Context: an optimization exercise on an open-source flow, tuned for small area, a short achievable clock period and few clock cycles per item. The choices shown serve that exercise and are no tape-out recipe.
In this exercise RTL edits were held to simulation tests only and were not proved equivalent to the original.

## north
==> flow/design.v (excerpt) <==
module aes_inv_cipher_iter #(
  parameter int NR    = 10,
  parameter int IDX_W = 4
) (
  input  logic             clk,
  input  logic             rst_n,
  input  logic             in_valid,
  output logic             in_ready,
  input  logic [127:0]     in_data,
  output logic [IDX_W-1:0] rk_idx,
  input  logic [127:0]     rk_data,
  output logic             out_valid,
  input  logic             out_ready,
  output logic [127:0]     out_data,
  output logic             busy
);
  function automatic logic [3:0] gf4_mul(input logic [3:0] a, input logic [3:0] b);
    logic [6:0] p;
    p = '0;
    for (int i = 0; i < 4; i++) p = p ^ ((b[i] ? 7'(a) : 7'd0) << i);
    if (p[6]) p = p ^ 7'b1100100;
    if (p[5]) p = p ^ 7'b0110010;
    if (p[4]) p = p ^ 7'b0011001;
    gf4_mul = p[3:0];
  endfunction
  function automatic logic [3:0] gf4_inv(input logic [3:0] a);
    case (a)
      4'h0: gf4_inv = 4'h0; 4'h1: gf4_inv = 4'h1; 4'h2: gf4_inv = 4'hc; 4'h3: gf4_inv = 4'h8; 4'h4: gf4_inv = 4'h6; 4'h5: gf4_inv = 4'hf; 4'h6: gf4_inv = 4'h4; 4'h7: gf4_inv = 4'he; 4'h8: gf4_inv = 4'h3; 4'h9: gf4_inv = 4'hd; 4'ha: gf4_inv = 4'hb; 4'hb: gf4_inv = 4'ha; 4'hc: gf4_inv = 4'h2; 4'hd: gf4_inv = 4'h9; 4'he: gf4_inv = 4'h7; 4'hf: gf4_inv = 4'h5;
      default: gf4_inv = 4'h0;
    endcase
  endfunction
  function automatic logic [11:0] sb_f1(input logic [7:0] b);
    logic [7:0] x;
    logic [3:0] a1, a0, d, di;
    x[0] = ~(b[1] ^ b[7]);
    x[1] = ~(b[1] ^ b[3] ^ b[7]);
    x[2] = b[1] ^ b[2] ^ b[6];
    x[3] = b[2] ^ b[3] ^ b[5] ^ b[6];
    x[4] = b[0] ^ b[4] ^ b[5];
  ...
Settings: LEC_CHECK=0, CAP_MARGIN=20, CORE_MARGIN=2, CORE_UTILIZATION=30, CTS_BUF_LIST=sky130_fd_sc_hd__clkbuf_8, PLACE_DENSITY=0.42, SETUP_SLACK_MARGIN=2.5, SLEW_MARGIN=20; clock period 6.0 ns.
standard.sh (not shown) runs the stock make flow with config.mk's settings and CLKGATE_MAP_FILE= SYNTH_SCRIPT=/design/flow/synth_recipe.tcl, a recipe that flattens the netlist after the stock synthesis.
==> flow/flow/run.sh <==
#!/bin/bash
# Layout flow: the standard flow (standard.sh), with two changes.
#  1. After the standard synthesis, the combinational logic is mapped again by Yosys/ABC with
#     ABC's default area-oriented script; every register instance of the standard synthesis is
#     kept as it is (same name, same cell). See resynth.ys.
#  2. The port buffers are buf_1 cells (buffer_ports otherwise picks clkdlybuf4s50_1).
# Each tool's output goes to a log file in this folder.
set -euo pipefail
export BUFFER_PORTS_ARGS="-buffer_cell sky130_fd_sc_hd__buf_1"
R=orfs/results/sky130hd/aes_inv_cipher_iter/base

bash standard.sh synth > standard_synth.log 2>&1

cp $R/1_2_yosys.v $R/1_2_yosys_standard.v
LIB=$FLOW_HOME/platforms/sky130hd/lib/sky130_fd_sc_hd__tt_025C_1v80.lib
DONT_USE=$(sed -n '/^export DONT_USE_CELLS += /,/^$/p' $FLOW_HOME/platforms/sky130hd/config.mk \
  | grep -o 'sky130_fd_sc_hd__[A-Za-z0-9_]*' | sed 's/^/-dont_use /' | tr '\n' ' ')
SEQ=$(grep -o 'sky130_fd_sc_hd__[A-Za-z0-9_]*' $R/1_2_yosys_standard.v | sort -u | grep -E '__(e?dfx|e?dfr|e?dfs|e?dfb|sdf|dl|sedf)' | tr '\n' ' ')
sed -e "s#@SEQ@#$SEQ#g" -e "s#@LIB@#$LIB#g" -e "s#@NETLIST@#$R/1_2_yosys_standard.v#g" -e "s#@OUT@#$R/1_2_yosys.v#g" \
    -e "s#@DONT_USE@#$DONT_USE#g" flow/resynth.ys > resynth_run.ys
yosys -l resynth.log -q resynth_run.ys > resynth_stdout.log 2>&1
rm -f $R/1_synth.odb $R/1_synth.sdc

bash standard.sh > standard.log 2>&1
==> flow/flow/resynth.ys <==
# Map the combinational logic of the standard synthesis again; keep the registers as they are.
read_liberty -ignore_miss_func @LIB@
read_verilog @NETLIST@
hierarchy -top aes_inv_cipher_iter
# the register cells stay instances of their library cells; everything else is flattened
setattr -mod -set keep_hierarchy 1 @SEQ@
flatten
rename -hide w:*.*
hierarchy -top aes_inv_cipher_iter
opt -purge
abc -liberty @LIB@ @DONT_USE@
opt_clean -purge
hilomap -singleton -hicell sky130_fd_sc_hd__conb_1 HI -locell sky130_fd_sc_hd__conb_1 LO
blackbox @SEQ@
stat -liberty @LIB@
write_verilog -noattr -noexpr -nohex -nodec @OUT@
Testbench counts of north, summed over its fixed seeds: cycles 2,128, blocks 192.
Edits applied to the flow inputs when going from north to south:
Settings: clearing CTS_BUF_LIST, which used to be sky130_fd_sc_hd__clkbuf_8; swapping 2.5 for 2.2 in SETUP_SLACK_MARGIN.
[summary]
Changes observed in south relative to north: maximum level of the CTS H-tree went down by 1, period utilization went up by 4.2 points. Tightest slew margin relative to the limit: north and south compared, higher one is north. south vs. north: post-place instance area held; core occupancy in the finished layout decreased 0.17 points; critical path depth saw a decrease. Least setup slack across all paths after layout is higher on north. Lower final area among north and south: south.
diff inputs: south => east
Settings: a change of SETUP_SLACK_MARGIN from 2.2 to 2.5.
Any difference in cell area after placement between east and south is small enough to ignore.
Diff south..east | post-CTS repair timing setup buffer count | unchanged
Comparing south with east, the wire length came out essentially unchanged.
east vs. south: arrival time of data at the critical path endpoint now smaller; delay contributed by the slowest stage of the critical path now smaller.
Relative to south, east degrades design area.
Input-level comparison between west and east:
--- a/flow/flow/run.sh
+++ b/flow/flow/run.sh
@@ -2,6 +2,6 @@
 # Layout flow: the standard flow (standard.sh), with two changes.
 #  1. After the standard synthesis, the combinational logic is mapped again by Yosys/ABC with
-#     ABC's default area-oriented script; every register instance of the standard synthesis is
-#     kept as it is (same name, same cell). See resynth.ys.
+#     the area-oriented ABC script in resynth.abc; every register instance of the standard
+#     synthesis is kept as it is (same name, same cell). See resynth.ys.
 #  2. The port buffers are buf_1 cells (buffer_ports otherwise picks clkdlybuf4s50_1).
 # Each tool's output goes to a log file in this folder.
@@ -17,5 +17,5 @@
   | grep -o 'sky130_fd_sc_hd__[A-Za-z0-9_]*' | sed 's/^/-dont_use /' | tr '\n' ' ')
 SEQ=$(grep -o 'sky130_fd_sc_hd__[A-Za-z0-9_]*' $R/1_2_yosys_standard.v | sort -u | grep -E '__(e?dfx|e?dfr|e?dfs|e?dfb|sdf|dl|sedf)' | tr '\n' ' ')
-sed -e "s#@SEQ@#$SEQ#g" -e "s#@LIB@#$LIB#g" -e "s#@NETLIST@#$R/1_2_yosys_standard.v#g" -e "s#@OUT@#$R/1_2_yosys.v#g" \
+sed -e "s#@ABC@#$PWD/flow/resynth.abc#g" -e "s#@SEQ@#$SEQ#g" -e "s#@LIB@#$LIB#g" -e "s#@NETLIST@#$R/1_2_yosys_standard.v#g" -e "s#@OUT@#$R/1_2_yosys.v#g" \
     -e "s#@DONT_USE@#$DONT_USE#g" flow/resynth.ys > resynth_run.ys
 yosys -l resynth.log -q resynth_run.ys > resynth_stdout.log 2>&1
==> flow/flow/resynth.abc (new file) <==
strash; &get -n; &st; &dch; &syn2; &dch -f; &nf; &put; strash; &get -n; &dch -f; &nf; &put
--- a/flow/flow/resynth.ys
+++ b/flow/flow/resynth.ys
@@ -9,5 +9,5 @@
 hierarchy -top aes_inv_cipher_iter
 opt -purge
-abc -liberty @LIB@ @DONT_USE@
+abc -liberty @LIB@ @DONT_USE@ -script @ABC@
 opt_clean -purge
 hilomap -singleton -hicell sky130_fd_sc_hd__conb_1 HI -locell sky130_fd_sc_hd__conb_1 LO
==> summary.txt <==
west vs east on placer congestion estimate: west is the higher one. Synthesis-to-finish area growth: west < east. In terms of fraction of layout cells with a size suffix above 1, west and east differ only marginally. On core utilization, west tracks east almost exactly. Number of antenna repair diodes, east and west: higher on east. Relative to east, y dimension of the die increased by about 1.4% in west.
> inputs changed (west -> middle)
Settings: swapping 2.5 for 2.6 in SETUP_SLACK_MARGIN.
--- a/flow/flow/run.sh
+++ b/flow/flow/run.sh
@@ -2,6 +2,6 @@
 # Layout flow: the standard flow (standard.sh), with two changes.
 #  1. After the standard synthesis, the combinational logic is mapped again by Yosys/ABC with
-#     the area-oriented ABC script in resynth.abc; every register instance of the standard
-#     synthesis is kept as it is (same name, same cell). See resynth.ys.
+#     ABC's default area-oriented script; every register instance of the standard synthesis is
+#     kept as it is (same name, same cell). See resynth.ys.
 #  2. The port buffers are buf_1 cells (buffer_ports otherwise picks clkdlybuf4s50_1).
 # Each tool's output goes to a log file in this folder.
@@ -17,5 +17,5 @@
   | grep -o 'sky130_fd_sc_hd__[A-Za-z0-9_]*' | sed 's/^/-dont_use /' | tr '\n' ' ')
 SEQ=$(grep -o 'sky130_fd_sc_hd__[A-Za-z0-9_]*' $R/1_2_yosys_standard.v | sort -u | grep -E '__(e?dfx|e?dfr|e?dfs|e?dfb|sdf|dl|sedf)' | tr '\n' ' ')
-sed -e "s#@ABC@#$PWD/flow/resynth.abc#g" -e "s#@SEQ@#$SEQ#g" -e "s#@LIB@#$LIB#g" -e "s#@NETLIST@#$R/1_2_yosys_standard.v#g" -e "s#@OUT@#$R/1_2_yosys.v#g" \
+sed -e "s#@SEQ@#$SEQ#g" -e "s#@LIB@#$LIB#g" -e "s#@NETLIST@#$R/1_2_yosys_standard.v#g" -e "s#@OUT@#$R/1_2_yosys.v#g" \
     -e "s#@DONT_USE@#$DONT_USE#g" flow/resynth.ys > resynth_run.ys
 yosys -l resynth.log -q resynth_run.ys > resynth_stdout.log 2>&1
--- a/flow/flow/resynth.ys
+++ b/flow/flow/resynth.ys
@@ -9,5 +9,5 @@
 hierarchy -top aes_inv_cipher_iter
 opt -purge
-abc -liberty @LIB@ @DONT_USE@ -script @ABC@
+abc -liberty @LIB@ @DONT_USE@
 opt_clean -purge
 hilomap -singleton -hicell sky130_fd_sc_hd__conb_1 HI -locell sky130_fd_sc_hd__conb_1 LO
removed: flow/flow/resynth.abc
### Flow results
- Looking at the reports, middle completed the entire flow and the layout it produced met the timing, design-rule and antenna checks.
- Per the comparison of middle with west, number of buffers inserted during clock tree synthesis now smaller, critical path arrival moved down.
- Diff west -> middle: peak fanout along the critical path shows a reduction of 3.
- In middle relative to west, pin count of the biggest net entering global routing had gone down by a few percent.

==> re-timing with driven ports <==
No port has a modelled driver above. Below, the same layouts with a new extraction and two added sets of constraints.
Step 1, drivers: a clkbuf_16 drives clk and a buf_2 each remaining input, both assumed.
Step 2, shift: input delay + t, output delay - t, t = (earliest + latest rising clock arrival at the registers) / 2. This alone moves slack from input paths to output paths.
Slacks: ideal ports / drivers / drivers and shift; pairs: ideal ports / drivers.
| run | t, ns | setup WS [ns] | latest minus earliest clock arrival (ns) | worst register clock-pin slew, ns | cell pins on the clock port's net |
|---|---|---|---|---|---|
| north | 0.852 | 2.704 / 2.704 / 2.024 | 0.071 / 0.072 | 0.07 / 0.07 | 1 |
| south | 0.724 | 2.453 / 2.505 / 1.781 | 0.023 / 0.023 | 0.07 / 0.07 | 1 |
| east | 0.738 | 2.697 / 2.697 / 2.035 | 0.030 / 0.030 | 0.07 / 0.07 | 1 |
| west | 0.734 | 2.618 / 2.618 / 2.340 | 0.030 / 0.029 | 0.07 / 0.07 | 1 |
| middle | 0.734 | 2.766 / 2.766 / 2.389 | 0.023 / 0.023 | 0.07 / 0.07 | 1 |
After both steps setup and hold are still met in every run listed. The setup slack of north, which loses most, moves by 0.000 ns with the drivers and by -0.680 ns with both steps.
